What follows belongs to an exercise in optimizing a design on an open flow for small area and few clock cycles per item; a production flow would make more cautious choices. At most, simulation tests tie the RTL to the original design; equivalence was not proved. Only the layout flow was run in runs 1 and 5; the RTL was not checked for function there.

==> flow/design.v (outline; a module is shown in full before it is edited, if it fits) <==
// module prdc_cfg_regs: 25 lines
// module prdc_error_stage: 44 lines
// module prdc_fa: 10 lines
// module prdc_ha: 9 lines
// module prdc_product_stage: 1758 lines
// module prdc_output_stage: 22 lines
// module pid_regulator_deadband_clamp: 93 lines
module pid_regulator_deadband_clamp #(
  parameter int GAIN_FRAC_BITS = 8,
  parameter int SUM_WIDTH      = 32
) (
  input  logic                                clk,
  input  logic                                rst,
  input  logic                                cfg_we,
  input  logic [prdc_pkg::CFG_IDX_W-1:0]      cfg_index,
  input  logic [prdc_pkg::CFG_DATA_W-1:0]     cfg_data,
  input  logic                                in_valid,
  output logic                                in_stall,
  input  logic [2*prdc_pkg::DATA_W-1:0]       in_data,
  output logic                                out_valid,
  input  logic                                out_stall,
  output logic [prdc_pkg::DATA_W:0]           out_data
);
  // ...
==> flow/run.sh <==
#!/bin/bash
# synth_recipe.tcl (not shown) runs the flow's synth.tcl, then flattens the netlist and writes it again
# the make line also repeats each setting of config.mk as NAME=value (left out here)
make -C /OpenROAD-flow-scripts/flow DESIGN_CONFIG=/design/flow/config.mk WORK_HOME=/design/flow/orfs CLKGATE_MAP_FILE= SYNTH_SCRIPT=/design/flow/synth_recipe.tcl finish
==> flow/config.mk <==
export PLATFORM = sky130hd
export DESIGN_NAME = pid_regulator_deadband_clamp
export DESIGN_NICKNAME = pid_regulator_deadband_clamp
export VERILOG_FILES = /design/flow/design.v
export SDC_FILE = /design/flow/constraint.sdc
export NUM_CORES = 4
export LEC_CHECK = 0
export CAP_MARGIN = 20
export CORE_MARGIN = 2
export CORE_UTILIZATION = 65
export SLEW_MARGIN = 20
export SYNTH_HIERARCHICAL = 1
export SYNTH_MINIMUM_KEEP_SIZE = 0
==> flow/constraint.sdc <==
create_clock -name core_clock -period 10.0 [get_ports {clk}]
set_input_delay 2.0000 -clock core_clock [delete_from_list [all_inputs] [get_ports {clk}]]
set_output_delay 2.0000 -clock core_clock [all_outputs]
set_load 0.01 [all_outputs]
==> flow_summary.yaml, run 1 <==
run_status:
  status: "complete, no violations"
placed_design:
  dp.cells: 4359
  portBuffers: 74
  postPlaceCellArea_mm2: 0.0379
detailed_routing:
  routedWlPerCell_um: 28.9
  routed_wl_um: 127000
  dr.max_layer_used: "met4"
  met3_length_um: 19400
cells_and_area:
  sh_seq_area_pct: 13.0
  final_cell_area_mm2: 0.0386
  register_area_mm2: 0.00499
  post-route-util_pct: 68.6
  final_common_cell: "xnor2_1"
sta:
  hold_slack_ps: 511
  period_share_pct: 93.9
  skew_ps: 29.0
  drv_slew: 0
worst_setup_path:
  arrival_ps: 9660
  critPathLaunch: "u_cfg.cfg[30]"
  rr_endpoint: "res_upper_nz"
  worstSetupEndpoint: "res_upper_nz"
die:
  start_util_pct: 65.4
  die_h_um: 242
flow_run:
  drv_cap: 0
logic_synthesis:
  synth_xor_area_share_pct: 18.1
  ys_types: 100
  synthTopCellsByArea: "fa_1 27%, xnor2_1 15%, edfxtp_1 13%"
  synthArstFlopShare_pct: 0
  synth_top_family_by_area: "adder cells"
  syn_inst: 3779
  synth_seq_cells: 167
global_route:
  grt_max_degree: 50
min_path:
  min_path_cells: 2
==> module prdc_error_stage, before the edit <==
module prdc_error_stage (
  input  logic               clk,
  input  logic               rst,
  input  logic               take,
  input  logic signed [15:0] measured,
  input  logic signed [15:0] setpoint,
  input  logic [14:0]        deadband,
  output logic signed [16:0] e,
  output logic signed [31:0] s,
  output logic signed [17:0] d
);
  logic [14:0]        mag_op;
  logic [15:0]        db_sum;
  logic               dead;
  logic signed [15:0] meas_eff;
  logic signed [16:0] err_next;
  logic signed [17:0] diff_next;
  logic signed [32:0] sum_wide;
  logic signed [31:0] sum_next;
  always_comb begin
    mag_op   = measured[15] ? measured[14:0] : ~measured[14:0];
    db_sum   = {1'b0, deadband} + {1'b0, mag_op} + {15'd0, ~measured[15]};
    dead     = db_sum[15] & (|db_sum[14:0]);
    meas_eff = dead ? 16'sd0 : measured;
  end
  always_comb begin
    err_next  = {setpoint[15], setpoint} - {meas_eff[15], meas_eff};
    diff_next = {err_next[16], err_next} - {e[16], e};
    sum_wide  = {s[31], s} + {{16{err_next[16]}}, err_next};
    if (sum_wide[32] != sum_wide[31])
      sum_next = sum_wide[32] ? 32'sh8000_0000 : 32'sh7FFF_FFFF;
    else
      sum_next = sum_wide[31:0];
  end
  always_ff @(posedge clk) begin
    if (take | rst) begin
      e <= err_next & {17{~rst}};
      s <= sum_next & {32{~rst}};
    end
  end
  always_ff @(posedge clk) begin
    if (take) d <= diff_next;
  end
endmodule
==> module prdc_output_stage, before the edit <==
module prdc_output_stage (
  input  logic        neg,
  input  logic        upper_nz,
  input  logic [14:0] mid,
  input  logic        low_nz,
  input  logic [14:0] limit,
  output logic [15:0] drive,
  output logic        clamped
);
  logic [14:0] mag;
  logic [15:0] cmp;
  logic [15:0] base;
  logic        inc;
  always_comb begin
    mag      = mid ^ {15{neg}};
    cmp      = {1'b0, limit} + {1'b0, ~mag} + {15'd0, ~neg & ~low_nz};
    clamped  = upper_nz | ~cmp[15];
    base     = clamped ? (neg ? {1'b1, ~limit} : {1'b0, limit}) : {neg, mid};
    inc      = neg & (clamped | low_nz);
    drive    = base + {15'd0, inc};
  end
endmodule
==> module pid_regulator_deadband_clamp, before the edit <==
module pid_regulator_deadband_clamp #(
  parameter int GAIN_FRAC_BITS = 8,
  parameter int SUM_WIDTH      = 32
) (
  input  logic                                clk,
  input  logic                                rst,
  input  logic                                cfg_we,
  input  logic [prdc_pkg::CFG_IDX_W-1:0]      cfg_index,
  input  logic [prdc_pkg::CFG_DATA_W-1:0]     cfg_data,
  input  logic                                in_valid,
  output logic                                in_stall,
  input  logic [2*prdc_pkg::DATA_W-1:0]       in_data,
  output logic                                out_valid,
  input  logic                                out_stall,
  output logic [prdc_pkg::DATA_W:0]           out_data
);
  prdc_pkg::prdc_cfg_t cfg;
  logic                valid_q;
  logic                res_valid;
  logic                res_ready;
  logic                err_ready;
  logic                take;
  logic                sum_neg, sum_upper_nz, sum_low_nz;
  logic [14:0]         sum_mid;
  logic                res_neg, res_upper_nz, res_low_nz;
  logic [14:0]         res_mid;
  logic signed [16:0]  e;
  logic signed [31:0]  s;
  logic signed [17:0]  d;
  prdc_cfg_regs u_cfg (
    .clk       (clk),
    .rst       (rst),
    .cfg_we    (cfg_we),
    .cfg_index (cfg_index),
    .cfg_data  (cfg_data),
    .cfg       (cfg)
  );
  assign res_ready = ~res_valid | ~out_stall;
  assign err_ready = ~valid_q | res_ready;
  assign in_stall  = ~err_ready;
  assign take      = in_valid & err_ready;
  assign out_valid = res_valid;
  always_ff @(posedge clk) begin
    if (rst) begin
      valid_q   <= 1'b0;
      res_valid <= 1'b0;
    end else begin
      if (err_ready) valid_q <= in_valid;
      if (res_ready) res_valid <= valid_q;
    end
  end
  always_ff @(posedge clk) begin
    if (valid_q && res_ready) begin
      res_neg      <= sum_neg;
      res_upper_nz <= sum_upper_nz;
      res_mid      <= sum_mid;
      res_low_nz   <= sum_low_nz;
    end
  end
  prdc_error_stage u_error (
    .clk      (clk),
    .rst      (rst),
    .take     (take),
    .measured (in_data[31:16]),
    .setpoint (in_data[15:0]),
    .deadband (cfg.deadband),
    .e        (e),
    .s        (s),
    .d        (d)
  );
  prdc_product_stage u_product (
    .gain_p   (cfg.gain_p),
    .gain_i   (cfg.gain_i),
    .gain_d   (cfg.gain_d),
    .polarity (cfg.polarity),
    .e        (e),
    .s        (s),
    .d        (d),
    .neg      (sum_neg),
    .upper_nz (sum_upper_nz),
    .mid      (sum_mid),
    .low_nz   (sum_low_nz)
  );
  prdc_output_stage u_output (
    .neg      (res_neg),
    .upper_nz (res_upper_nz),
    .mid      (res_mid),
    .low_nz   (res_low_nz),
    .limit    (cfg.output_limit),
    .drive    (out_data[16:1]),
    .clamped  (out_data[0])
  );
endmodule
==> run 2, diff against run 1 <==
--- a/flow/design.v
+++ b/flow/design.v
@@ -54,58 +54,98 @@
     if (wen[prdc_pkg::CFG_GAIN_P])       cfg.gain_p       <= wdata_zero;
     if (wen[prdc_pkg::CFG_GAIN_I])       cfg.gain_i       <= wdata_zero;
     if (wen[prdc_pkg::CFG_GAIN_D])       cfg.gain_d       <= wdata_zero;
     if (wen[prdc_pkg::CFG_POLARITY])     cfg.polarity     <= wdata_zero[1:0];
     if (wen[prdc_pkg::CFG_DEADBAND])     cfg.deadband     <= wdata_zero[prdc_pkg::LIMIT_W-1:0];
     if (wen[prdc_pkg::CFG_OUTPUT_LIMIT]) cfg.output_limit <= wdata_ones;
   end
 endmodule
+module prdc_sub_rca #(
+  parameter int N = 16
+) (
+  input  logic [N-1:0] a,
+  input  logic [N-1:0] b,
+  output logic [N-1:0] y
+);
+  logic [N:0] c;
+  assign y[0] = a[0] ^ b[0];
+  assign c[1] = a[0] | ~b[0];
+  for (genvar i = 1; i < N; i++) begin : g_bit
+    prdc_fa u_fa (.a(a[i]), .b(~b[i]), .c(c[i]), .s(y[i]), .co(c[i+1]));
+  end
+endmodule
 module prdc_error_stage (
   input  logic               clk,
   input  logic               rst,
   input  logic               take,
+  input  logic               load,
   input  logic signed [15:0] measured,
   input  logic signed [15:0] setpoint,
   input  logic [14:0]        deadband,
   output logic signed [16:0] e,
   output logic signed [31:0] s,
   output logic signed [17:0] d
 );
-  logic [14:0]        mag_op;
   logic [15:0]        db_sum;
+  logic [16:0]        db_c;
+  logic [14:0]        mag_op;
   logic               dead;
-  logic signed [15:0] meas_eff;
-  logic signed [16:0] err_next;
-  logic signed [17:0] diff_next;
-  logic signed [32:0] sum_wide;
+  logic [16:0]        err_full;
+  logic signed [16:0] err_in;
+  logic signed [16:0] err_q;
+  assign mag_op  = measured[15] ? measured[14:0] : ~measured[14:0];
+  assign db_c[0] = ~measured[15];
+  for (genvar i = 0; i < 15; i++) begin : g_db
+    prdc_fa u_fa (.a(deadband[i]), .b(mag_op[i]), .c(db_c[i]), .s(db_sum[i]), .co(db_c[i+1]));
+  end
+  assign db_sum[15] = db_c[15];
+  assign dead       = db_sum[15] & (|db_sum[14:0]);
+  prdc_sub_rca #(.N(17)) u_err (
+    .a ({setpoint[15], setpoint}),
+    .b ({measured[15], measured}),
+    .y (err_full)
+  );
+  assign err_in = dead ? {setpoint[15], setpoint} : err_full;
+  always_ff @(posedge clk) begin
+    if (take) err_q <= err_in;
+  end
+  logic [15:0]        lo_sum;
+  logic [16:0]        lo_c;
+  logic               step;         
+  logic [15:0]        run;          
+  logic [15:0]        hi_sum;
+  logic               ovf;
+  logic [17:0]        diff_next;
   logic signed [31:0] sum_next;
-  always_comb begin
-    mag_op   = measured[15] ? measured[14:0] : ~measured[14:0];
-    db_sum   = {1'b0, deadband} + {1'b0, mag_op} + {15'd0, ~measured[15]};
-    dead     = db_sum[15] & (|db_sum[14:0]);
-    meas_eff = dead ? 16'sd0 : measured;
+  assign lo_c[0] = 1'b0;
+  for (genvar i = 0; i < 16; i++) begin : g_lo
+    prdc_fa u_fa (.a(s[i]), .b(err_q[i]), .c(lo_c[i]), .s(lo_sum[i]), .co(lo_c[i+1]));
   end
+  assign step = lo_c[16] ^ err_q[16];
   always_comb begin
-    err_next  = {setpoint[15], setpoint} - {meas_eff[15], meas_eff};
-    diff_next = {err_next[16], err_next} - {e[16], e};
-    sum_wide  = {s[31], s} + {{16{err_next[16]}}, err_next};
-    if (sum_wide[32] != sum_wide[31])
-      sum_next = sum_wide[32] ? 32'sh8000_0000 : 32'sh7FFF_FFFF;
-    else
-      sum_next = sum_wide[31:0];
+    run[0] = 1'b1;
+    for (int i = 1; i < 16; i++) run[i] = run[i-1] & (s[15+i] ^ err_q[16]);
   end
+  assign hi_sum   = s[31:16] ^ ({16{step}} & run);
+  assign ovf      = step & run[15] & (s[31] == err_q[16]);
+  assign sum_next = ovf ? {err_q[16], {31{~err_q[16]}}} : {hi_sum, lo_sum};
+  prdc_sub_rca #(.N(18)) u_diff (
+    .a ({err_q[16], err_q}),
+    .b ({e[16], e}),
+    .y (diff_next)
+  );
   always_ff @(posedge clk) begin
-    if (take | rst) begin
-      e <= err_next & {17{~rst}};
+    if (load | rst) begin
+      e <= err_q & {17{~rst}};
       s <= sum_next & {32{~rst}};
     end
   end
   always_ff @(posedge clk) begin
-    if (take) d <= diff_next;
+    if (load) d <= diff_next;
   end
 endmodule
 module prdc_fa (
   input  logic a,
   input  logic b,
   input  logic c,
   output logic s,
   output logic co
@@ -1869,42 +1909,283 @@
   prdc_fa u_fa1040 (.a(i_r7[29]), .b(c950), .c(s951), .s(s1039), .co(c1040));
   prdc_fa u_fa1042 (.a(~i_r6[32]), .b(i_r7[30]), .c(c952), .s(s1041), .co(c1042));
   assign s1043 = ~i_r7[31];
   assign c1044 = i_r7[31];
   logic [47:0] ra, rb;
   assign ra = {1'b1, ~i_r7[32], c1042, c1040, c1038, c1036, c1034, c1032, c1030, c1028, c1026, c1024, c1022, c1020, c1018, c1016, c1014, c1012, c1010, c1008, c1006, c1004, c1002, c1000, c998, c996, c994, c992, c990, c988, c986, c984, c982, c980, c978, c976, c974, c972, c970, c968, c966, c964, c962, c960, c958, c956, c954, s865};
   assign rb = {1'b0, c1044, s1043, s1041, s1039, s1037, s1035, s1033, s1031, s1029, s1027, s1025, s1023, s1021, s1019, s1017, s1015, s1013, s1011, s1009, s1007, s1005, s1003, s1001, s999, s997, s995, s993, s991, s989, s987, s985, s983, s981, s979, s977, s975, s973, s971, s969, s967, s965, s963, s961, s959, s957, s955, s953};
   logic [47:0] acc;
-  assign acc = ra + rb;
+  logic [47:0] pg_g, pg_p;
+  prdc_ha u_pg0 (.a(s865), .b(s953), .s(pg_p[0]), .co(pg_g[0]));
+  prdc_ha u_pg1 (.a(c954), .b(s955), .s(pg_p[1]), .co(pg_g[1]));
+  prdc_ha u_pg2 (.a(c956), .b(s957), .s(pg_p[2]), .co(pg_g[2]));
+  prdc_ha u_pg3 (.a(c958), .b(s959), .s(pg_p[3]), .co(pg_g[3]));
+  prdc_ha u_pg4 (.a(c960), .b(s961), .s(pg_p[4]), .co(pg_g[4]));
+  prdc_ha u_pg5 (.a(c962), .b(s963), .s(pg_p[5]), .co(pg_g[5]));
+  prdc_ha u_pg6 (.a(c964), .b(s965), .s(pg_p[6]), .co(pg_g[6]));
+  prdc_ha u_pg7 (.a(c966), .b(s967), .s(pg_p[7]), .co(pg_g[7]));
+  prdc_ha u_pg8 (.a(c968), .b(s969), .s(pg_p[8]), .co(pg_g[8]));
+  prdc_ha u_pg9 (.a(c970), .b(s971), .s(pg_p[9]), .co(pg_g[9]));
+  prdc_ha u_pg10 (.a(c972), .b(s973), .s(pg_p[10]), .co(pg_g[10]));
+  prdc_ha u_pg11 (.a(c974), .b(s975), .s(pg_p[11]), .co(pg_g[11]));
+  prdc_ha u_pg12 (.a(c976), .b(s977), .s(pg_p[12]), .co(pg_g[12]));
+  prdc_ha u_pg13 (.a(c978), .b(s979), .s(pg_p[13]), .co(pg_g[13]));
+  prdc_ha u_pg14 (.a(c980), .b(s981), .s(pg_p[14]), .co(pg_g[14]));
+  prdc_ha u_pg15 (.a(c982), .b(s983), .s(pg_p[15]), .co(pg_g[15]));
+  prdc_ha u_pg16 (.a(c984), .b(s985), .s(pg_p[16]), .co(pg_g[16]));
+  prdc_ha u_pg17 (.a(c986), .b(s987), .s(pg_p[17]), .co(pg_g[17]));
+  prdc_ha u_pg18 (.a(c988), .b(s989), .s(pg_p[18]), .co(pg_g[18]));
+  prdc_ha u_pg19 (.a(c990), .b(s991), .s(pg_p[19]), .co(pg_g[19]));
+  prdc_ha u_pg20 (.a(c992), .b(s993), .s(pg_p[20]), .co(pg_g[20]));
+  prdc_ha u_pg21 (.a(c994), .b(s995), .s(pg_p[21]), .co(pg_g[21]));
+  prdc_ha u_pg22 (.a(c996), .b(s997), .s(pg_p[22]), .co(pg_g[22]));
+  prdc_ha u_pg23 (.a(c998), .b(s999), .s(pg_p[23]), .co(pg_g[23]));
+  prdc_ha u_pg24 (.a(c1000), .b(s1001), .s(pg_p[24]), .co(pg_g[24]));
+  prdc_ha u_pg25 (.a(c1002), .b(s1003), .s(pg_p[25]), .co(pg_g[25]));
+  prdc_ha u_pg26 (.a(c1004), .b(s1005), .s(pg_p[26]), .co(pg_g[26]));
+  prdc_ha u_pg27 (.a(c1006), .b(s1007), .s(pg_p[27]), .co(pg_g[27]));
+  prdc_ha u_pg28 (.a(c1008), .b(s1009), .s(pg_p[28]), .co(pg_g[28]));
+  prdc_ha u_pg29 (.a(c1010), .b(s1011), .s(pg_p[29]), .co(pg_g[29]));
+  prdc_ha u_pg30 (.a(c1012), .b(s1013), .s(pg_p[30]), .co(pg_g[30]));
+  prdc_ha u_pg31 (.a(c1014), .b(s1015), .s(pg_p[31]), .co(pg_g[31]));
+  prdc_ha u_pg32 (.a(c1016), .b(s1017), .s(pg_p[32]), .co(pg_g[32]));
+  prdc_ha u_pg33 (.a(c1018), .b(s1019), .s(pg_p[33]), .co(pg_g[33]));
+  prdc_ha u_pg34 (.a(c1020), .b(s1021), .s(pg_p[34]), .co(pg_g[34]));
+  prdc_ha u_pg35 (.a(c1022), .b(s1023), .s(pg_p[35]), .co(pg_g[35]));
+  prdc_ha u_pg36 (.a(c1024), .b(s1025), .s(pg_p[36]), .co(pg_g[36]));
+  prdc_ha u_pg37 (.a(c1026), .b(s1027), .s(pg_p[37]), .co(pg_g[37]));
+  prdc_ha u_pg38 (.a(c1028), .b(s1029), .s(pg_p[38]), .co(pg_g[38]));
+  prdc_ha u_pg39 (.a(c1030), .b(s1031), .s(pg_p[39]), .co(pg_g[39]));
+  prdc_ha u_pg40 (.a(c1032), .b(s1033), .s(pg_p[40]), .co(pg_g[40]));
+  prdc_ha u_pg41 (.a(c1034), .b(s1035), .s(pg_p[41]), .co(pg_g[41]));
+  prdc_ha u_pg42 (.a(c1036), .b(s1037), .s(pg_p[42]), .co(pg_g[42]));
+  prdc_ha u_pg43 (.a(c1038), .b(s1039), .s(pg_p[43]), .co(pg_g[43]));
+  prdc_ha u_pg44 (.a(c1040), .b(s1041), .s(pg_p[44]), .co(pg_g[44]));
+  prdc_ha u_pg45 (.a(c1042), .b(s1043), .s(pg_p[45]), .co(pg_g[45]));
+  prdc_ha u_pg46 (.a(~i_r7[32]), .b(c1044), .s(pg_p[46]), .co(pg_g[46]));
+  assign pg_g[47] = 1'b0;
+  assign pg_p[47] = 1'b1;
+  logic bk_g1; assign bk_g1 = pg_g[1] | (pg_p[1] & pg_g[0]);
+  logic bk_g2; assign bk_g2 = pg_g[3] | (pg_p[3] & pg_g[2]);
+  logic bk_p2; assign bk_p2 = pg_p[3] & pg_p[2];
+  logic bk_g3; assign bk_g3 = pg_g[5] | (pg_p[5] & pg_g[4]);
+  logic bk_p3; assign bk_p3 = pg_p[5] & pg_p[4];
+  logic bk_g4; assign bk_g4 = pg_g[7] | (pg_p[7] & pg_g[6]);
+  logic bk_p4; assign bk_p4 = pg_p[7] & pg_p[6];
+  logic bk_g5; assign bk_g5 = pg_g[9] | (pg_p[9] & pg_g[8]);
+  logic bk_p5; assign bk_p5 = pg_p[9] & pg_p[8];
+  logic bk_g6; assign bk_g6 = pg_g[11] | (pg_p[11] & pg_g[10]);
+  logic bk_p6; assign bk_p6 = pg_p[11] & pg_p[10];
+  logic bk_g7; assign bk_g7 = pg_g[13] | (pg_p[13] & pg_g[12]);
+  logic bk_p7; assign bk_p7 = pg_p[13] & pg_p[12];
+  logic bk_g8; assign bk_g8 = pg_g[15] | (pg_p[15] & pg_g[14]);
+  logic bk_p8; assign bk_p8 = pg_p[15] & pg_p[14];
+  logic bk_g9; assign bk_g9 = pg_g[17] | (pg_p[17] & pg_g[16]);
+  logic bk_p9; assign bk_p9 = pg_p[17] & pg_p[16];
+  logic bk_g10; assign bk_g10 = pg_g[19] | (pg_p[19] & pg_g[18]);
+  logic bk_p10; assign bk_p10 = pg_p[19] & pg_p[18];
+  logic bk_g11; assign bk_g11 = pg_g[21] | (pg_p[21] & pg_g[20]);
+  logic bk_p11; assign bk_p11 = pg_p[21] & pg_p[20];
+  logic bk_g12; assign bk_g12 = pg_g[23] | (pg_p[23] & pg_g[22]);
+  logic bk_p12; assign bk_p12 = pg_p[23] & pg_p[22];
+  logic bk_g13; assign bk_g13 = pg_g[25] | (pg_p[25] & pg_g[24]);
+  logic bk_p13; assign bk_p13 = pg_p[25] & pg_p[24];
+  logic bk_g14; assign bk_g14 = pg_g[27] | (pg_p[27] & pg_g[26]);
+  logic bk_p14; assign bk_p14 = pg_p[27] & pg_p[26];
+  logic bk_g15; assign bk_g15 = pg_g[29] | (pg_p[29] & pg_g[28]);
+  logic bk_p15; assign bk_p15 = pg_p[29] & pg_p[28];
+  logic bk_g16; assign bk_g16 = pg_g[31] | (pg_p[31] & pg_g[30]);
+  logic bk_p16; assign bk_p16 = pg_p[31] & pg_p[30];
+  logic bk_g17; assign bk_g17 = pg_g[33] | (pg_p[33] & pg_g[32]);
+  logic bk_p17; assign bk_p17 = pg_p[33] & pg_p[32];
+  logic bk_g18; assign bk_g18 = pg_g[35] | (pg_p[35] & pg_g[34]);
+  logic bk_p18; assign bk_p18 = pg_p[35] & pg_p[34];
+  logic bk_g19; assign bk_g19 = pg_g[37] | (pg_p[37] & pg_g[36]);
+  logic bk_p19; assign bk_p19 = pg_p[37] & pg_p[36];
+  logic bk_g20; assign bk_g20 = pg_g[39] | (pg_p[39] & pg_g[38]);
+  logic bk_p20; assign bk_p20 = pg_p[39] & pg_p[38];
+  logic bk_g21; assign bk_g21 = pg_g[41] | (pg_p[41] & pg_g[40]);
+  logic bk_p21; assign bk_p21 = pg_p[41] & pg_p[40];
+  logic bk_g22; assign bk_g22 = pg_g[43] | (pg_p[43] & pg_g[42]);
+  logic bk_p22; assign bk_p22 = pg_p[43] & pg_p[42];
+  logic bk_g23; assign bk_g23 = pg_g[45] | (pg_p[45] & pg_g[44]);
+  logic bk_p23; assign bk_p23 = pg_p[45] & pg_p[44];
+  logic bk_g24; assign bk_g24 = pg_g[47] | (pg_p[47] & pg_g[46]);
+  logic bk_p24; assign bk_p24 = pg_p[47] & pg_p[46];
+  logic bk_g25; assign bk_g25 = bk_g2 | (bk_p2 & bk_g1);
+  logic bk_g26; assign bk_g26 = bk_g4 | (bk_p4 & bk_g3);
+  logic bk_p26; assign bk_p26 = bk_p4 & bk_p3;
+  logic bk_g27; assign bk_g27 = bk_g6 | (bk_p6 & bk_g5);
+  logic bk_p27; assign bk_p27 = bk_p6 & bk_p5;
+  logic bk_g28; assign bk_g28 = bk_g8 | (bk_p8 & bk_g7);
+  logic bk_p28; assign bk_p28 = bk_p8 & bk_p7;
+  logic bk_g29; assign bk_g29 = bk_g10 | (bk_p10 & bk_g9);
+  logic bk_p29; assign bk_p29 = bk_p10 & bk_p9;
+  logic bk_g30; assign bk_g30 = bk_g12 | (bk_p12 & bk_g11);
+  logic bk_p30; assign bk_p30 = bk_p12 & bk_p11;
+  logic bk_g31; assign bk_g31 = bk_g14 | (bk_p14 & bk_g13);
+  logic bk_p31; assign bk_p31 = bk_p14 & bk_p13;
+  logic bk_g32; assign bk_g32 = bk_g16 | (bk_p16 & bk_g15);
+  logic bk_p32; assign bk_p32 = bk_p16 & bk_p15;
+  logic bk_g33; assign bk_g33 = bk_g18 | (bk_p18 & bk_g17);
+  logic bk_p33; assign bk_p33 = bk_p18 & bk_p17;
+  logic bk_g34; assign bk_g34 = bk_g20 | (bk_p20 & bk_g19);
+  logic bk_p34; assign bk_p34 = bk_p20 & bk_p19;
+  logic bk_g35; assign bk_g35 = bk_g22 | (bk_p22 & bk_g21);
+  logic bk_p35; assign bk_p35 = bk_p22 & bk_p21;
+  logic bk_g36; assign bk_g36 = bk_g24 | (bk_p24 & bk_g23);
+  logic bk_p36; assign bk_p36 = bk_p24 & bk_p23;
+  logic bk_g37; assign bk_g37 = bk_g26 | (bk_p26 & bk_g25);
+  logic bk_g38; assign bk_g38 = bk_g28 | (bk_p28 & bk_g27);
+  logic bk_p38; assign bk_p38 = bk_p28 & bk_p27;
+  logic bk_g39; assign bk_g39 = bk_g30 | (bk_p30 & bk_g29);
+  logic bk_p39; assign bk_p39 = bk_p30 & bk_p29;
+  logic bk_g40; assign bk_g40 = bk_g32 | (bk_p32 & bk_g31);
+  logic bk_p40; assign bk_p40 = bk_p32 & bk_p31;
+  logic bk_g41; assign bk_g41 = bk_g34 | (bk_p34 & bk_g33);
+  logic bk_p41; assign bk_p41 = bk_p34 & bk_p33;
+  logic bk_g42; assign bk_g42 = bk_g36 | (bk_p36 & bk_g35);
+  logic bk_p42; assign bk_p42 = bk_p36 & bk_p35;
+  logic bk_g43; assign bk_g43 = bk_g38 | (bk_p38 & bk_g37);
+  logic bk_g44; assign bk_g44 = bk_g40 | (bk_p40 & bk_g39);
+  logic bk_p44; assign bk_p44 = bk_p40 & bk_p39;
+  logic bk_g45; assign bk_g45 = bk_g42 | (bk_p42 & bk_g41);
+  logic bk_p45; assign bk_p45 = bk_p42 & bk_p41;
+  logic bk_g46; assign bk_g46 = bk_g44 | (bk_p44 & bk_g43);
+  logic bk_g47; assign bk_g47 = bk_g45 | (bk_p45 & bk_g46);
+  logic bk_g48; assign bk_g48 = bk_g39 | (bk_p39 & bk_g43);
+  logic bk_g49; assign bk_g49 = bk_g41 | (bk_p41 & bk_g46);
+  logic bk_g50; assign bk_g50 = bk_g27 | (bk_p27 & bk_g37);
+  logic bk_g51; assign bk_g51 = bk_g29 | (bk_p29 & bk_g43);
+  logic bk_g52; assign bk_g52 = bk_g31 | (bk_p31 & bk_g48);
+  logic bk_g53; assign bk_g53 = bk_g33 | (bk_p33 & bk_g46);
+  logic bk_g54; assign bk_g54 = bk_g35 | (bk_p35 & bk_g49);
+  logic bk_g55; assign bk_g55 = bk_g3 | (bk_p3 & bk_g25);
+  logic bk_g56; assign bk_g56 = bk_g5 | (bk_p5 & bk_g37);
+  logic bk_g57; assign bk_g57 = bk_g7 | (bk_p7 & bk_g50);
+  logic bk_g58; assign bk_g58 = bk_g9 | (bk_p9 & bk_g43);
+  logic bk_g59; assign bk_g59 = bk_g11 | (bk_p11 & bk_g51);
+  logic bk_g60; assign bk_g60 = bk_g13 | (bk_p13 & bk_g48);
+  logic bk_g61; assign bk_g61 = bk_g15 | (bk_p15 & bk_g52);
+  logic bk_g62; assign bk_g62 = bk_g17 | (bk_p17 & bk_g46);
+  logic bk_g63; assign bk_g63 = bk_g19 | (bk_p19 & bk_g53);
+  logic bk_g64; assign bk_g64 = bk_g21 | (bk_p21 & bk_g49);
+  logic bk_g65; assign bk_g65 = bk_g23 | (bk_p23 & bk_g54);
+  logic bk_g66; assign bk_g66 = pg_g[2] | (pg_p[2] & bk_g1);
+  logic bk_g67; assign bk_g67 = pg_g[4] | (pg_p[4] & bk_g25);
+  logic bk_g68; assign bk_g68 = pg_g[6] | (pg_p[6] & bk_g55);
+  logic bk_g69; assign bk_g69 = pg_g[8] | (pg_p[8] & bk_g37);
+  logic bk_g70; assign bk_g70 = pg_g[10] | (pg_p[10] & bk_g56);
+  logic bk_g71; assign bk_g71 = pg_g[12] | (pg_p[12] & bk_g50);
+  logic bk_g72; assign bk_g72 = pg_g[14] | (pg_p[14] & bk_g57);
+  logic bk_g73; assign bk_g73 = pg_g[16] | (pg_p[16] & bk_g43);
+  logic bk_g74; assign bk_g74 = pg_g[18] | (pg_p[18] & bk_g58);
+  logic bk_g75; assign bk_g75 = pg_g[20] | (pg_p[20] & bk_g51);
+  logic bk_g76; assign bk_g76 = pg_g[22] | (pg_p[22] & bk_g59);
+  logic bk_g77; assign bk_g77 = pg_g[24] | (pg_p[24] & bk_g48);
+  logic bk_g78; assign bk_g78 = pg_g[26] | (pg_p[26] & bk_g60);
+  logic bk_g79; assign bk_g79 = pg_g[28] | (pg_p[28] & bk_g52);
+  logic bk_g80; assign bk_g80 = pg_g[30] | (pg_p[30] & bk_g61);
+  logic bk_g81; assign bk_g81 = pg_g[32] | (pg_p[32] & bk_g46);
+  logic bk_g82; assign bk_g82 = pg_g[34] | (pg_p[34] & bk_g62);
+  logic bk_g83; assign bk_g83 = pg_g[36] | (pg_p[36] & bk_g53);
+  logic bk_g84; assign bk_g84 = pg_g[38] | (pg_p[38] & bk_g63);
+  logic bk_g85; assign bk_g85 = pg_g[40] | (pg_p[40] & bk_g49);
+  logic bk_g86; assign bk_g86 = pg_g[42] | (pg_p[42] & bk_g64);
+  logic bk_g87; assign bk_g87 = pg_g[44] | (pg_p[44] & bk_g54);
+  logic bk_g88; assign bk_g88 = pg_g[46] | (pg_p[46] & bk_g65);
+  assign acc[0] = pg_p[0];
+  assign acc[1] = pg_p[1] ^ pg_g[0];
+  assign acc[2] = pg_p[2] ^ bk_g1;
+  assign acc[3] = pg_p[3] ^ bk_g66;
+  assign acc[4] = pg_p[4] ^ bk_g25;
+  assign acc[5] = pg_p[5] ^ bk_g67;
+  assign acc[6] = pg_p[6] ^ bk_g55;
+  assign acc[7] = pg_p[7] ^ bk_g68;
+  assign acc[8] = pg_p[8] ^ bk_g37;
+  assign acc[9] = pg_p[9] ^ bk_g69;
+  assign acc[10] = pg_p[10] ^ bk_g56;
+  assign acc[11] = pg_p[11] ^ bk_g70;
+  assign acc[12] = pg_p[12] ^ bk_g50;
+  assign acc[13] = pg_p[13] ^ bk_g71;
+  assign acc[14] = pg_p[14] ^ bk_g57;
+  assign acc[15] = pg_p[15] ^ bk_g72;
+  assign acc[16] = pg_p[16] ^ bk_g43;
+  assign acc[17] = pg_p[17] ^ bk_g73;
+  assign acc[18] = pg_p[18] ^ bk_g58;
+  assign acc[19] = pg_p[19] ^ bk_g74;
+  assign acc[20] = pg_p[20] ^ bk_g51;
+  assign acc[21] = pg_p[21] ^ bk_g75;
+  assign acc[22] = pg_p[22] ^ bk_g59;
+  assign acc[23] = pg_p[23] ^ bk_g76;
+  assign acc[24] = pg_p[24] ^ bk_g48;
+  assign acc[25] = pg_p[25] ^ bk_g77;
+  assign acc[26] = pg_p[26] ^ bk_g60;
+  assign acc[27] = pg_p[27] ^ bk_g78;
+  assign acc[28] = pg_p[28] ^ bk_g52;
+  assign acc[29] = pg_p[29] ^ bk_g79;
+  assign acc[30] = pg_p[30] ^ bk_g61;
+  assign acc[31] = pg_p[31] ^ bk_g80;
+  assign acc[32] = pg_p[32] ^ bk_g46;
+  assign acc[33] = pg_p[33] ^ bk_g81;
+  assign acc[34] = pg_p[34] ^ bk_g62;
+  assign acc[35] = pg_p[35] ^ bk_g82;
+  assign acc[36] = pg_p[36] ^ bk_g53;
+  assign acc[37] = pg_p[37] ^ bk_g83;
+  assign acc[38] = pg_p[38] ^ bk_g63;
+  assign acc[39] = pg_p[39] ^ bk_g84;
+  assign acc[40] = pg_p[40] ^ bk_g49;
+  assign acc[41] = pg_p[41] ^ bk_g85;
+  assign acc[42] = pg_p[42] ^ bk_g64;
+  assign acc[43] = pg_p[43] ^ bk_g86;
+  assign acc[44] = pg_p[44] ^ bk_g54;
+  assign acc[45] = pg_p[45] ^ bk_g87;
+  assign acc[46] = pg_p[46] ^ bk_g65;
+  assign acc[47] = pg_p[47] ^ bk_g88;
   assign neg      = acc[47];
   assign upper_nz = acc[46:23] != {24{acc[47]}};
   assign mid      = acc[22:8];
   assign low_nz   = |acc[7:0];
 endmodule
 module prdc_output_stage (
   input  logic        neg,
   input  logic        upper_nz,
   input  logic [14:0] mid,
   input  logic        low_nz,
   input  logic [14:0] limit,
   output logic [15:0] drive,
   output logic        clamped
 );
-  logic [14:0] mag;
-  logic [15:0] cmp;
-  logic [15:0] base;
-  logic        inc;
+  logic [14:0] nmag;
+  logic [15:0] cmp_c;
+  logic [14:0] cmp_s;
+  logic [15:0] neg_limit;
+  logic [15:0] neg_mid;
+  logic [15:0] lim_run;
+  logic [15:0] mid_run;
+  assign nmag     = ~(mid ^ {15{neg}});
+  assign cmp_c[0] = ~neg & ~low_nz;
+  for (genvar i = 0; i < 15; i++) begin : g_cmp
+    prdc_fa u_fa (.a(limit[i]), .b(nmag[i]), .c(cmp_c[i]), .s(cmp_s[i]), .co(cmp_c[i+1]));
+  end
+  assign clamped = upper_nz | ~cmp_c[15];
+  always_comb begin
+    lim_run[0] = 1'b1;
+    mid_run[0] = low_nz;
+    for (int i = 1; i < 16; i++) begin
+      lim_run[i] = lim_run[i-1] & ~limit[i-1];
+      mid_run[i] = mid_run[i-1] & mid[i-1];
+    end
+    neg_limit = ~{1'b0, limit} ^ lim_run;     
+    neg_mid   = {1'b1, mid} ^ mid_run;         
+  end
   always_comb begin
-    mag      = mid ^ {15{neg}};
-    cmp      = {1'b0, limit} + {1'b0, ~mag} + {15'd0, ~neg & ~low_nz};
-    clamped  = upper_nz | ~cmp[15];
-    base     = clamped ? (neg ? {1'b1, ~limit} : {1'b0, limit}) : {neg, mid};
-    inc      = neg & (clamped | low_nz);
-    drive    = base + {15'd0, inc};
+    if (clamped) drive = neg ? neg_limit : {1'b0, limit};
+    else         drive = neg ? neg_mid : {1'b0, mid};
   end
 endmodule
 module pid_regulator_deadband_clamp #(
   parameter int GAIN_FRAC_BITS = 8,
   parameter int SUM_WIDTH      = 32
 ) (
   input  logic                                clk,
   input  logic                                rst,
@@ -1914,20 +2195,22 @@
   input  logic                                in_valid,
   output logic                                in_stall,
   input  logic [2*prdc_pkg::DATA_W-1:0]       in_data,
   output logic                                out_valid,
   input  logic                                out_stall,
   output logic [prdc_pkg::DATA_W:0]           out_data
 );
   prdc_pkg::prdc_cfg_t cfg;
+  logic                in_q_valid;
   logic                valid_q;
   logic                res_valid;
   logic                res_ready;
   logic                err_ready;
+  logic                in_ready;
   logic                take;
   logic                sum_neg, sum_upper_nz, sum_low_nz;
   logic [14:0]         sum_mid;
   logic                res_neg, res_upper_nz, res_low_nz;
   logic [14:0]         res_mid;
   logic signed [16:0]  e;
   logic signed [31:0]  s;
   logic signed [17:0]  d;
@@ -1936,40 +2219,44 @@
     .rst       (rst),
     .cfg_we    (cfg_we),
     .cfg_index (cfg_index),
     .cfg_data  (cfg_data),
     .cfg       (cfg)
   );
   assign res_ready = ~res_valid | ~out_stall;
   assign err_ready = ~valid_q | res_ready;
-  assign in_stall  = ~err_ready;
-  assign take      = in_valid & err_ready;
+  assign in_ready  = ~in_q_valid | err_ready;
+  assign in_stall  = ~in_ready;
+  assign take      = in_valid & in_ready;
   assign out_valid = res_valid;
   always_ff @(posedge clk) begin
     if (rst) begin
-      valid_q   <= 1'b0;
-      res_valid <= 1'b0;
+      in_q_valid <= 1'b0;
+      valid_q    <= 1'b0;
+      res_valid  <= 1'b0;
     end else begin
-      if (err_ready) valid_q <= in_valid;
-      if (res_ready) res_valid <= valid_q;
+      if (in_ready)  in_q_valid <= in_valid;
+      if (err_ready) valid_q    <= in_q_valid;
+      if (res_ready) res_valid  <= valid_q;
     end
   end
   always_ff @(posedge clk) begin
     if (valid_q && res_ready) begin
       res_neg      <= sum_neg;
       res_upper_nz <= sum_upper_nz;
       res_mid      <= sum_mid;
       res_low_nz   <= sum_low_nz;
     end
   end
   prdc_error_stage u_error (
     .clk      (clk),
     .rst      (rst),
     .take     (take),
+    .load     (in_q_valid & err_ready),
     .measured (in_data[31:16]),
     .setpoint (in_data[15:0]),
     .deadband (cfg.deadband),
     .e        (e),
     .s        (s),
     .d        (d)
   );
   prdc_product_stage u_product (
==> flow/config.mk (replaced) <==
export PLATFORM = sky130hd
export DESIGN_NAME = pid_regulator_deadband_clamp
export DESIGN_NICKNAME = pid_regulator_deadband_clamp
export VERILOG_FILES = /design/flow/design.v
export SDC_FILE = /design/flow/constraint.sdc
export NUM_CORES = 4
export LEC_CHECK = 0
export CAP_MARGIN = 20
export CORE_MARGIN = 2
export CORE_UTILIZATION = 50
export GPL_TIMING_DRIVEN = 0
export SLEW_MARGIN = 20
export SYNTH_HIERARCHICAL = 1
export SYNTH_MINIMUM_KEEP_SIZE = 0
==> run 2 against run 1 <==
Compared with the run above:
- sequential cell count rose by 18
- critical path depth did not move
- via count down 14%
- highest routed layer unchanged
- first-iteration DRC count fell by 22%
- worst hold slack got worse by 45 ps
- wire length is 4.8% higher
- largest cell class unchanged
- synthesized area down 6.4%
==> flow_summary.yaml, run 2 <==
sta:
  max_freq_mhz: 102
  hold_slack_ps: 465
  skew_ps: 33.4
  period_share_pct: 98.5
  worst_pin_slew_ps: 1110
  period_needed_ps: 9850
  hold_viol_final: 0
  rsz0062_at_grt: "yes"
  slew_headroom_pct: 26.0
  setup_viol: 0
  worst_slack_ps: 149
  drv_slew: 0
cells_and_area:
  final_cell_area_mm2: 0.0371
  reg.largest.list: "u_cfg.cfg x80, u_error.s x32, u_error.d x18"
  n_antenna_cell: 0
  syn_to_final_growth_pct: 7.86
  largest_reg_flops: 80
  layout.nets: 4025
  post-route-util_pct: 54.3
  final_common_cell: "xnor2_1"
  drive_above_1_share_pct: 8.62
  top_register: "u_cfg.cfg"
  final_cell_mix: "609 x xnor2_1, 558 x fa_1, 506 x a22oi_1, 188 x clkbuf_1, 182 x edfxtp_1"
die:
  die_h_um: 266
  ios: 75
  die-area_mm2: 0.0709
  core-area_mm2: 0.0683
  row_count: 96
  start_util_pct: 50.3
  die_x_um: 266
clock_tree:
  cts_made_buffers: 17
  clock-root-buffer: "clkbuf_16"
  cts_hold_buf: 0
  clk_path_buf_depth: 2
  clk_pin_slew_ps: 90
  cts_tree: "built"
  h-tree-depth: 4
  clkLatencyLatePin_ps: 470
  cts.sinks: 185
detailed_routing:
  ant_nets: 0
  routedWlPerCell_um: 32.0
  drt_iter0_drc: 3198
  viasPerCell: 6.39
  firstDrtPassIters: 7
  drc: 0
  routed_wl_um: 133000
  vias: 26600
logic_synthesis:
  syn_avg_cell_area_um2: 10.8
  syn_nets: 3929
  synth-seq-area-share_pct: 16.1
  synthesis.area_mm2: 0.0344
  synth_edf_count: 182
  ys.flop_type: "edfxtp_1"
  synth_most_common_cell: "xnor2_1"
  synth_seq_cells: 185
  ys_types: 83
  synth_top_area_share_pct: 33.4
  syn_inst: 3174
  synthTopCellsByArea: "fa_1 33%, edfxtp_1 16%, xnor2_1 16%"
  synthArstFlopShare_pct: 0
  synth_area_leader_cell: "fa_1"
  synth.cells.most_frequent: "610 x xnor2_1, 573 x fa_1, 506 x a22oi_1"
  yosys_warnings: 10
worst_setup_path:
  timing.rr.start: "u_cfg.cfg[53]"
  required_ps: 8000
  critPathMaxFanout: 10
  r2r_cells: 28
  critPathCaptureType: "output pin"
  worstSetupPathType: "reg2out"
  r2r_setup_slack_ps: 180
  rr_endpoint: "res_upper_nz"
  arrival_ps: 7850
  critPathLaunchType: "flop"
flow_run:
  drv_cap: 0
min_path:
  hold_class: "reg2reg"
  hp-start: "in_q_valid"
  min_path_cells: 2
  holdPathEnd: "valid_q"
placed_design:
  place_ws_ps: -1160
  postPlaceCellArea_mm2: 0.0362
  hpwl_um: 112000
  place.gp.congestion: 0.999
  portBuffers: 74
global_route:
  grt_pass1_wl_um: 193000
  grt_max_degree: 50
  antenna_found_initial: 3
  grtUsageTotal_pct: 38.4
  grt_pass1_vias: 27800
  overflow: 0
run_status:
  status: "complete, no violations"
-- run 2: cell types whose count changed after synthesis, sizes merged, moves of 40 or more --
cell   change
nand2     -63
a21oi     -97
a21o      -42
xnor2     -40
nor2      -67
xor2      -41
ha        -43
o21ai     -72
fa        +74
-- run 2: per-layer routing --
layer  vias to the layer above  part of all wire, %  GRT usage [%]
li1                      11000                    -              -
met1                     13800                   39           49.6
met2                      1485                   46           60.0
met3                       360                  6.9           5.10
met4                         0                  8.9           27.2
met5                         -                    0              0
-- run 2: timing repair --
| action | in CTS | in global routing |
|---|---|---|
| setup endpoints to repair | 35 | 34 |
| pin swaps | 3 | 3 |
| buffers inserted | 4 | 5 |
| resized for setup | 72 | 51 |
| cloned | 1 | 0 |
-- run 2: worst max path at each step --
stage                        from           endpoint  slack (ps)  cells past startpoint
detailed placement    in_data[31]   u_error.err_q[9]       -1160                     23
CTS                 u_cfg.cfg[30]       res_upper_nz           3                     28
global route        u_cfg.cfg[30]       res_upper_nz        -120                     29
finish                    res_neg        out_data[4]         150                     23
global placement      in_data[31]  u_error.err_q[13]       -1010                     23
floorplan             in_data[31]  u_error.err_q[10]         120                     22
-- run 2: area by class of cell --
type | instances | area, um^2
flip-flops and latches | 185 | 5530
fillers | 6070 | 31300
plain buffers | 355 | 1610
clock inverters | 15 | 220
clock buffers | 17 | 425
repair buffers | 84 | 802
multi-input cells | 2524 | 27000
inverters | 103 | 393
well taps | 882 | 1100
-- run 2: kinds of logic (layout without fill, tap and decap cells) --
| logic type | after synthesis | in the layout | synth area share, % |
|---|---|---|---|
| simple gates | 406 | 406 | 6.25 |
| mux | 69 | 69 | 2.65 |
| compound gates | 672 | 672 | 14.1 |
| buf+inv | 465 | 574 | 5.71 |
| xor+xnor | 677 | 677 | 17.2 |
| flops | 185 | 185 | 16.1 |
| fa+ha+maj | 699 | 699 | 38.0 |
| other cells | 1 | 1 | 0.0109 |
-- run 2: modules after synthesis (local to each module, per instance), excerpt --
module	flops+latches	copies in the design	area (um^2)
prdc_ha	0	67	12.5
pid_regulator_deadband_clamp	21	1	662
prdc_error_stage	84	1	3880
prdc_fa	0	573	20.0
prdc_product_stage	0	1	13600
prdc_cfg_regs	80	1	2710
prdc_output_stage	0	1	996
-- run 2: worst max-delay path: stages, from the launching register on --
cell	delay, ps
edfxtp_1	510
buf_6	180
buf_12	140
buf_12	130
xnor2_2	140
fa_2	370
fa_2	360
fa_2	370
fa_2	360
fa_2	380
fa_2	350
fa_2	340
fa_2	340
fa_2	350
fa_2	350
fa_2	350
fa_2	350
fa_2	350
fa_2	340
fa_2	370
nand2b_4	130
buf_12	140
mux4_2	520
buf_6	150
-- run 2: metrics by stage --
| step | cells | setup TNS (ps) |
|---|---|---|
| after floorplan | 3174 | 0 |
| after global placement | 4130 | -21500 |
| after detailed placement | 4130 | -23750 |
| after CTS | 4165 | 0 |
| after global routing | 4165 | -118 |
| final | 4165 | 0 |
Testbench counts of run 2, summed over its fixed seeds: cycles 16,676, items 16,384.
==> run 3, diff against run 2 <==
--- a/flow/config.mk
+++ b/flow/config.mk
@@ -9,4 +9,3 @@
 export CORE_MARGIN = 2
-export CORE_UTILIZATION = 50
-export GPL_TIMING_DRIVEN = 0
+export CORE_UTILIZATION = 65
 export SLEW_MARGIN = 20
==> run 3 against run 2 <==
Compared with the run above:
- core utilization is 15 points higher
- setup slack better by 90 ps
- cell area down 1.4%
- register-to-register slack better by 340 ps
- largest cell class unchanged
==> flow_summary.yaml, run 3 <==
cells_and_area:
  multiInputGateArea_mm2: 0.0269
  drive_above_1_share_pct: 10.6
  layout.nets: 3855
  syn_to_final_growth_pct: 6.36
  register_area_mm2: 0.00553
  fillerInstances: 3963
  final_common_cell: "xnor2_1"
  reg.largest.list: "u_cfg.cfg x80, u_error.s x32, u_error.d x18"
  final_cell_area_mm2: 0.0366
  final_cell_mix: "609 x xnor2_1, 564 x fa_1, 506 x a22oi_1, 190 x buf_4, 182 x edfxtp_1"
  top_register: "u_cfg.cfg"
  largest_reg_flops: 80
sta:
  hold_viol_final: 0
  period_share_pct: 97.6
  slew_headroom_pct: 19.5
  period_needed_ps: 9760
  max_freq_mhz: 102
  setup_viol: 0
  worst_pin_slew_ps: 1210
  drv_slew: 0
  skew_ps: 17.5
global_route:
  antenna_found_initial: 5
  grtUsageTotal_pct: 44.8
  grt_pass1_vias: 27100
  grt_pass1_wl_um: 176000
  grt_max_degree: 108
  overflow: 0
clock_tree:
  clk_path_buf_depth: 2
  cts_tree: "built"
  h-tree-depth: 4
  clk_pin_slew_ps: 70
  clkLatencyLatePin_ps: 460
  cts_made_buffers: 17
  cts_hold_buf: 0
  clock-root-buffer: "clkbuf_16"
  cts.sinks: 185
detailed_routing:
  firstDrtPassIters: 7
  vias: 26500
  drc: 0
  drt_iter0_drc: 3411
  routed_wl_um: 119000
  routedWlPerCell_um: 31.4
  ant_nets: 0
  viasPerCell: 6.98
worst_setup_path:
  arrival_ps: 7760
  critPathMaxFanout: 7
  critPathLaunchType: "flop"
  r2r_cells: 26
  worstSetupPathType: "reg2out"
  required_ps: 8000
  critPathCaptureType: "output pin"
die:
  core-area_mm2: 0.0524
  start_util_pct: 65.6
  ios: 75
  row_count: 84
  die-area_mm2: 0.0547
  die_x_um: 234
  die_h_um: 234
logic_synthesis:
  synthMuxAreaShare_pct: 2.65
  post_synth_fa_ha_maj_area_fraction_pct: 38.0
  synth_edf_count: 182
  ys_types: 83
  yosys_warnings: 10
  synth_top_family_by_area: "adder cells"
  synthTopCellsByArea: "fa_1 33%, edfxtp_1 16%, xnor2_1 16%"
  synthesis.area_mm2: 0.0344
  synth_area_leader_cell: "fa_1"
  ys.flop_type: "edfxtp_1"
  synth-seq-area-share_pct: 16.1
  synth_xor_area_share_pct: 17.2
  syn_avg_cell_area_um2: 10.8
  synth_seq_cells: 185
  synth.cells.most_frequent: "610 x xnor2_1, 573 x fa_1, 506 x a22oi_1"
  synth-simple-area-share_pct: 6.25
  synth_most_common_cell: "xnor2_1"
  syn_nets: 3929
  synth_top_area_share_pct: 33.4
  syn_inst: 3174
  synthArstFlopShare_pct: 0
  synth-compound-area-share_pct: 14.1
min_path:
  min_path_cells: 2
  hold_class: "reg2reg"
placed_design:
  portBuffers: 74
  place.gp.congestion: 1.04
  postPlaceCellArea_mm2: 0.0359
  hpwl_um: 92800
run_status:
  status: "complete, no violations"
flow_run:
  drv_cap: 0
## run 3: cell counts after synthesis
Identical to the previous run, type by type.
## run 3: layer usage
metal / GRT usage, % / up-vias / share of wire (%)
met5: 0 / - / 0.033
met4: 28.6 / 6 / 7.6
met3: 14.5 / 456 / 12
met2: 66.7 / 1942 / 44
met1: 56.5 / 13500 / 36
li1: - / 10700 / -
## run 3: kinds of logic (layout without fill, tap and decap cells)
logic type / after synthesis / in the layout
xor gates and xnor gates: 677 / 677
adders and majority gates: 699 / 699
AOI/OAI and AO/OA: 672 / 672
DFF: 185 / 185
other: 1 / 3
buffers and inverters: 465 / 404
muxes: 69 / 69
and+or+nand+nor: 406 / 406
## run 3: repair_timing
action,CTS,global route
setup endpoints to repair,16,17
hold endpoints to repair,0,0
gates resized for setup,18,9
buffers inserted,8,2
pin swaps,0,1
gates cloned,0,0
## run 3: layout make-up
class / instances / share of cell area (%)
Clock inverter: 15 / 0.517
Clock buffer: 17 / 1.16
Multi-Input combinational cell: 2524 / 73.7
Sequential cell: 185 / 15.1
Inverter: 103 / 1.06
Tap cell: 688 / 2.35
Timing Repair Buffer: 269 / 6.11
Antenna cell: 2 / 0.0137
## run 3: Yosys stat by module, one instance, submodules excluded, a selection
| module | copies in the design | area [um^2] | cells inside | flip-flops and latches |
|---|---|---|---|---|
| pid_regulator_deadband_clamp | 1 | 662 | 33 | 21 |
| prdc_cfg_regs | 1 | 2710 | 124 | 80 |
| prdc_fa | 573 | 20.0 | 1 | 0 |
| prdc_ha | 67 | 12.5 | 1 | 0 |
| prdc_output_stage | 1 | 996 | 86 | 0 |
| prdc_product_stage | 1 | 13600 | 1975 | 0 |
## run 3: through the flow
stage | util, % | setup slack, ps | hold slack (ps) | instances | setup TNS (ps)
after floorplan | - | 124 | 428 | 3174 | 0
after global placement | 68.4 | 255 | 443 | 3759 | 0
after detailed placement | 68.4 | 102 | 462 | 3759 | 0
after CTS | 69.6 | -61.8 | 472 | 3799 | -105
after global routing | 69.7 | -21.6 | 496 | 3801 | -21.6
final | 69.7 | 239 | 474 | 3803 | 0
## run 3: worst paths after layout
check | from | endpoint | slack, ps
max | res_neg | out_data[4] | 240
min | in_q_valid | valid_q | 470
max reg2reg | u_cfg.cfg[30] | res_upper_nz | 520
min reg2reg | in_q_valid | valid_q | 470
## run 3: critical path, stage by stage, from the launching register on
cell and delay (ps):
edfxtp_1 480, xnor2_2 190, fa_1 410, fa_2 360
fa_2 360, fa_2 340, fa_1 380, fa_1 390
fa_2 350, fa_1 380, fa_2 350, fa_1 390
fa_2 350, fa_2 340, fa_1 390, fa_2 370
fa_2 420, nand2b_4 140, buf_4 140, mux4_2 480
dlygate4sd2_1 300
==> run 4, diff against run 3 <==
--- a/flow/config.mk
+++ b/flow/config.mk
@@ -7,6 +7,6 @@
 export LEC_CHECK = 0
-export CAP_MARGIN = 20
+export CAP_MARGIN = 5
 export CORE_MARGIN = 2
 export CORE_UTILIZATION = 65
-export SLEW_MARGIN = 20
+export SLEW_MARGIN = 5
 export SYNTH_HIERARCHICAL = 1
==> run 4 against run 3 <==
Compared with the run above:
- highest routed layer unchanged
- cell area is the same
- synthesized cell count is the same
- global-route usage is the same
- worst hold slack is the same
- critical endpoint unchanged
- critical path type unchanged
- wire length is the same
- setup slack is the same
- sequential cell count is the same
- fmax is the same
==> flow_summary.yaml, run 4 <==
detailed_routing:
  ant_nets: 0
  routedWlPerCell_um: 31.4
  viasPerCell: 6.98
  firstDrtPassIters: 7
  drc: 0
  routed_wl_um: 119000
  vias: 26500
  drt_iter0_drc: 3411
placed_design:
  dp.cells: 3759
  place_ws_ps: 102
  hpwl_um: 92800
  portBuffers: 74
  place.gp.congestion: 1.04
logic_synthesis:
  synth-seq-area-share_pct: 16.1
  yosys_warnings: 10
  synth.cells.most_frequent: "610 x xnor2_1, 573 x fa_1, 506 x a22oi_1"
  syn_avg_cell_area_um2: 10.8
  ys.flop_type: "edfxtp_1"
  synth_edf_count: 182
  synth_most_common_cell: "xnor2_1"
  synthArstFlopShare_pct: 0
  synth_seq_cells: 185
  syn_inst: 3174
  syn_nets: 3929
  ys_types: 83
  synth_top_area_share_pct: 33.4
  synth_area_leader_cell: "fa_1"
  synthTopCellsByArea: "fa_1 33%, edfxtp_1 16%, xnor2_1 16%"
  synthesis.area_mm2: 0.0344
die:
  die_x_um: 234
  row_count: 84
  ios: 75
  die_h_um: 234
  core-area_mm2: 0.0524
  start_util_pct: 65.6
  die-area_mm2: 0.0547
clock_tree:
  cts_tree: "built"
  cts_made_buffers: 17
  clock-root-buffer: "clkbuf_16"
  clk_path_buf_depth: 2
  cts.sinks: 185
  h-tree-depth: 4
  clk_pin_slew_ps: 70
  clkLatencyLatePin_ps: 460
global_route:
  grt_pass1_vias: 27100
  antenna_found_initial: 5
  grtUsageTotal_pct: 44.8
  grt_max_degree: 108
  grt-busiest-layer: "met2"
  met3_usage_pct: 14.5
  met1_usage_pct: 56.5
  grt_pass1_wl_um: 176000
  grt_use_met2_pct: 66.7
  overflow: 0
sta:
  skew_ps: 17.5
  period_share_pct: 97.6
  period_needed_ps: 9760
  worst_slack_ps: 239
  slew_headroom_pct: 19.5
  setup_viol: 0
  drv_slew: 0
  worst_pin_slew_ps: 1210
  max_freq_mhz: 102
  hold_viol_final: 0
  tns_ps: 0
cells_and_area:
  fillerInstances: 3963
  final_common_cell: "xnor2_1"
  multiInputGateArea_mm2: 0.0269
  layout.nets: 3855
  reg.largest.list: "u_cfg.cfg x80, u_error.s x32, u_error.d x18"
  syn_to_final_growth_pct: 6.36
  final_cell_mix: "609 x xnor2_1, 564 x fa_1, 506 x a22oi_1, 190 x buf_4, 182 x edfxtp_1"
  top_register: "u_cfg.cfg"
  largest_reg_flops: 80
  drive_above_1_share_pct: 10.6
  fin_cells: 3803
  register_area_mm2: 0.00553
worst_setup_path:
  critPathLaunchType: "flop"
  critPathCaptureType: "output pin"
  required_ps: 8000
  arrival_ps: 7760
  critPathMaxFanout: 7
  worstSetupPathType: "reg2out"
  r2r_setup_slack_ps: 520
min_path:
  hold_class: "reg2reg"
flow_run:
  drv_cap: 0
run_status:
  status: "complete, no violations"
==> run 4: modules after synthesis, one instance, submodules excluded, excerpt <==
module	cells inside	times used	area (um^2)
prdc_cfg_regs	124	1	2710
prdc_ha	1	67	12.5
prdc_error_stage	275	1	3880
prdc_fa	1	573	20.0
pid_regulator_deadband_clamp	33	1	662
prdc_output_stage	86	1	996
prdc_product_stage	1975	1	13600
==> run 4: area by class of cell <==
type	instances	area share, %
Sequential cell	185	15.1
Tap cell	688	2.35
Clock inverter	15	0.517
Timing Repair Buffer	269	6.11
Clock buffer	17	1.16
Inverter	103	1.06
Multi-Input combinational cell	2524	73.7
Antenna cell	2	0.0137
==> run 4: critical path, stage by stage, from the launching register on <==
cell and delay [ps]:
edfxtp_1 480, xnor2_2 190, fa_1 410, fa_2 360, fa_2 360, fa_2 340, fa_1 380, fa_1 390
fa_2 350, fa_1 380, fa_2 350, fa_1 390, fa_2 350, fa_2 340, fa_1 390, fa_2 370
fa_2 420, nand2b_4 140, buf_4 140, mux4_2 480, dlygate4sd2_1 300
==> run 4: logic make-up after synthesis <==
kind of cell / Yosys count / share of synthesized area, %
flops: 185 / 16.1
compound gates: 672 / 14.1
other cells: 1 / 0.0109
simple gates: 406 / 6.25
xor+xnor: 677 / 17.2
buf+inv: 465 / 5.71
fa+ha+maj: 699 / 38.0
mux: 69 / 2.65
==> run 4: path summary, 6_finish.rpt <==
| check | to | startpoint | depth (start not counted) |
|---|---|---|---|
| max | out_data[4] | res_neg | 20 |
| min | valid_q | in_q_valid | 2 |
| max reg2reg | res_upper_nz | u_cfg.cfg[30] | 26 |
| min reg2reg | valid_q | in_q_valid | 2 |
==> run 4: per-layer routing <==
layer | vias to the layer above | part of all wire [%]
li1 | 10700 | -
met1 | 13500 | 36
met2 | 1942 | 44
met3 | 456 | 12
met4 | 6 | 7.6
met5 | - | 0.033
==> run 4: stage by stage <==
stage	instance area (um^2)	hold slack [ps]	utilization, %
after global routing	36600	496	69.7
after CTS	36500	472	69.6
after floorplan	34400	428	-
final	36600	474	69.7
after global placement	35900	443	68.4
after detailed placement	35900	462	68.4
==> run 4: repair_timing <==
| action | 4_1_cts | 5_1_grt |
|---|---|---|
| hold buffers | 0 | 0 |
| buffers inserted | 8 | 2 |
| resized for setup | 18 | 9 |
| cloned | 0 | 0 |
| setup endpoints to repair | 16 | 17 |
| pin swaps | 0 | 1 |
==> run 5, diff against run 4 <==
--- a/flow/design.v
+++ b/flow/design.v
@@ -2159,27 +2159,19 @@
   logic [15:0] cmp_c;
-  logic [14:0] cmp_s;
-  logic [15:0] neg_limit;
-  logic [15:0] neg_mid;
-  logic [15:0] lim_run;
-  logic [15:0] mid_run;
   assign nmag     = ~(mid ^ {15{neg}});
-  assign cmp_c[0] = ~neg & ~low_nz;
-  for (genvar i = 0; i < 15; i++) begin : g_cmp
-    prdc_fa u_fa (.a(limit[i]), .b(nmag[i]), .c(cmp_c[i]), .s(cmp_s[i]), .co(cmp_c[i+1]));
-  end
-  assign clamped = upper_nz | ~cmp_c[15];
   always_comb begin
-    lim_run[0] = 1'b1;
-    mid_run[0] = low_nz;
-    for (int i = 1; i < 16; i++) begin
-      lim_run[i] = lim_run[i-1] & ~limit[i-1];
-      mid_run[i] = mid_run[i-1] & mid[i-1];
-    end
-    neg_limit = ~{1'b0, limit} ^ lim_run;     
-    neg_mid   = {1'b1, mid} ^ mid_run;         
+    cmp_c[0] = ~neg & ~low_nz;
+    for (int i = 0; i < 15; i++)
+      cmp_c[i+1] = (limit[i] & nmag[i]) | (cmp_c[i] & (limit[i] | nmag[i]));
   end
+  assign clamped = upper_nz | ~cmp_c[15];
+  logic [14:0] base;
+  logic        inc;
+  logic [15:0] run;
+  assign base = clamped ? (limit ^ {15{neg}}) : mid;
+  assign inc  = neg & (clamped | low_nz);
   always_comb begin
-    if (clamped) drive = neg ? neg_limit : {1'b0, limit};
-    else         drive = neg ? neg_mid : {1'b0, mid};
+    run[0] = inc;
+    for (int i = 1; i < 16; i++) run[i] = run[i-1] & base[i-1];
   end
+  assign drive = {neg, base} ^ run;
 endmodule
--- a/flow/config.mk
+++ b/flow/config.mk
@@ -7,6 +7,6 @@
 export LEC_CHECK = 0
-export CAP_MARGIN = 5
+export CAP_MARGIN = 20
 export CORE_MARGIN = 2
 export CORE_UTILIZATION = 65
-export SLEW_MARGIN = 5
+export SLEW_MARGIN = 20
 export SYNTH_HIERARCHICAL = 1
==> run 5 against run 4 <==
Compared with the run above:
- still clean
- fmax increased by 2.6%
- synthesized area decreased by 0.78%
- first-iteration DRC count increased by 4.3%
- sequential share of layout area rose by 0.057 points
- setup slack better by 240 ps
- sequential cell count unchanged
- cell area decreased by 0.37%
- worst hold slack worse by 3.2 ps
==> flow_summary.yaml, run 5 <==
global_route:
  grt_max_degree: 78
  grtUsageTotal_pct: 45.2
  overflow: 0
  antenna_found_initial: 2
  grt_pass1_wl_um: 177000
  grt_pass1_vias: 27500
logic_synthesis:
  ys_types: 88
  synth.cells.most_frequent: "605 x xnor2_1, 558 x fa_1, 507 x a22oi_1"
  synthesis.area_mm2: 0.0341
  syn_nets: 3925
  synth-seq-area-share_pct: 16.2
  synthArstFlopShare_pct: 0
  synth_seq_cells: 185
  synth_edf_count: 182
  syn_inst: 3199
  yosys_warnings: 10
  synth_top_area_share_pct: 32.7
  synth_most_common_cell: "xnor2_1"
  synth_area_leader_cell: "fa_1"
detailed_routing:
  met1Wirelength_um: 43400
  dr_wl_met2_um: 51500
  drc: 0
  drt_iter0_drc: 3559
  routedWlPerCell_um: 31.2
  firstDrtPassIters: 7
  viasPerCell: 7.01
  routed_wl_um: 120000
  dr.max_layer_used: "met5"
sta:
  slew_headroom_pct: 19.3
  hold_viol_final: 0
  period_needed_ps: 9520
  skew_ps: 13.9
  worst_pin_slew_ps: 1200
  drv_slew: 0
  max_freq_mhz: 105
  setup_viol: 0
  tns_ps: 0
placed_design:
  hpwl_um: 94400
  dp.cells: 3797
  place.gp.congestion: 1.09
min_path:
  hold_class: "reg2reg"
die:
  die_h_um: 233
  start_util_pct: 66.1
  core-area_mm2: 0.0516
  die-area_mm2: 0.0543
  ios: 75
  row_count: 83
worst_setup_path:
  arrival_ps: 9680
  required_ps: 10160
  critPathMaxFanout: 16
  worst_path_max_delay_cell: "fa_1"
  critPathLaunchType: "flop"
  worstSetupPathType: "reg2reg"
cells_and_area:
  final_cell_mix: "605 x xnor2_1, 558 x fa_1, 507 x a22oi_1, 200 x buf_4, 182 x edfxtp_1"
  syn_to_final_growth_pct: 6.79
  reg.largest.list: "u_cfg.cfg x80, u_error.s x32, u_error.d x18"
  fin_cells: 3831
  final_common_cell: "xnor2_1"
  layout.nets: 3863
  top_register: "u_cfg.cfg"
  drive_above_1_share_pct: 10.4
clock_tree:
  cts_tree: "built"
  cts_made_buffers: 17
  clkLatencyLatePin_ps: 480
  post_cts_buffers: 0
  cts.sinks: 185
  cts_hold_buf: 0
  clock-root-buffer: "clkbuf_16"
run_status:
  status: "complete, no violations"
-- run 5: changes by cell type in the layout (fill, tap and decap cells not counted), sizes merged, moves of 7 or more --
cell and change:
clkdlybuf4s50 +15, dlygate4sd2 -15, fa -15, ha -14, mux4 -14, buf +11
xor2 +8, a221o +7, a221oi +7, mux2 +7
-- run 5: per-stage QoR --
stage / utilization, % / hold slack (ps) / setup WS, ps / area (um^2)
global placement: 69.3 / 444 / 149 / 35800
detailed placement: 69.3 / 464 / 158 / 35800
finish: 70.6 / 471 / 484 / 36400
CTS: 70.5 / 476 / 491 / 36400
global route: 70.6 / 502 / 268 / 36400
floorplan: - / 428 / 124 / 34100
-- run 5: critical path: cells and delay by family (launching register included) --
family	cells	cell delay, ps
simple gates	5	1420
flops	1	530
xor+xnor	2	540
fa+ha+maj	9	4020
compound gates	8	1720
buf+inv	3	910
-- run 5: cell type report --
| cell class | count | share of cell area (%) |
|---|---|---|
| Clock buffer | 18 | 1.18 |
| Clock inverter | 14 | 0.601 |
| Antenna cell | 1 | 0.00687 |
| Multi-Input combinational cell | 2549 | 73.2 |
| Sequential cell | 185 | 15.2 |
| Inverter | 104 | 1.07 |
| Tap cell | 680 | 2.34 |
| Timing Repair Buffer | 280 | 6.46 |
-- run 5: modules after synthesis, one instance, submodules excluded, a selection --
module,cell area (um^2),flops+latches
prdc_cfg_regs,2710,80
prdc_fa,20.0,0
pid_regulator_deadband_clamp,662,21
prdc_output_stage,1030,0
prdc_error_stage,3880,84
prdc_product_stage,13600,0
prdc_ha,12.5,0
-- run 5: cells by family after synthesis --
| family | synth area share (%) |
|---|---|
| xor gates and xnor gates | 17.5 |
| other | 0.0110 |
| and+or+nand+nor | 6.49 |
| muxes | 2.13 |
| adders and majority gates | 36.9 |
| DFF | 16.2 |
| AOI/OAI and AO/OA | 15.2 |
| buffers and inverters | 5.69 |
-- run 5: path summary, 6_finish.rpt --
check                              startpoint            to  slack, ps  cells after the start
worst min-delay path               in_q_valid       valid_q        470                      2
worst min register to register     in_q_valid       valid_q        470                      2
worst max-delay path            u_cfg.cfg[31]  res_upper_nz        480                     27
worst max register to register  u_cfg.cfg[31]  res_upper_nz        480                     27
-- run 5: per-layer routing --
| layer | up-vias | global-route usage, % |
|---|---|---|
| li1 | 10800 | - |
| met1 | 13500 | 57.9 |
| met2 | 2010 | 66.6 |
| met3 | 504 | 13.5 |
| met4 | 2 | 30.4 |
| met5 | - | 0 |

## port drivers added, routing unchanged
No port has a modelled driver above. Below, the same layouts with a new extraction and two added sets of constraints. Step 1: set_driving_cell puts a clkbuf_16 on clk and a buf_2 on each other input, an assumption about the parent block. Step 2, shift: input delay + t, output delay - t, t = (earliest + latest rising clock arrival at the registers) / 2. This alone moves slack from input paths to output paths. a / b / c = ideal ports / drivers / drivers and shift; a / b = the first two.
run	shift t [ns]	setup WS [ns]	hold slack, ns	pins driven straight from the clock port
run 1	0.571	0.612 / 0.612 / 0.165	0.511 / 0.511 / 0.511	1
run 2	0.514	0.149 / 0.086 / -0.110	0.465 / 0.465 / 0.465	1
run 3	0.505	0.239 / 0.183 / 0.107	0.474 / 0.474 / 0.474	1
run 4	0.505	0.239 / 0.183 / 0.107	0.474 / 0.474 / 0.474	1
run 5	0.527	0.484 / 0.484 / 0.090	0.471 / 0.471 / 0.471	1
With both steps, setup timing fails in run 2, where it was met with ideal ports. The setup slack of run 1, which loses most, moves by 0.000 ns with the drivers and by -0.447 ns with both steps.
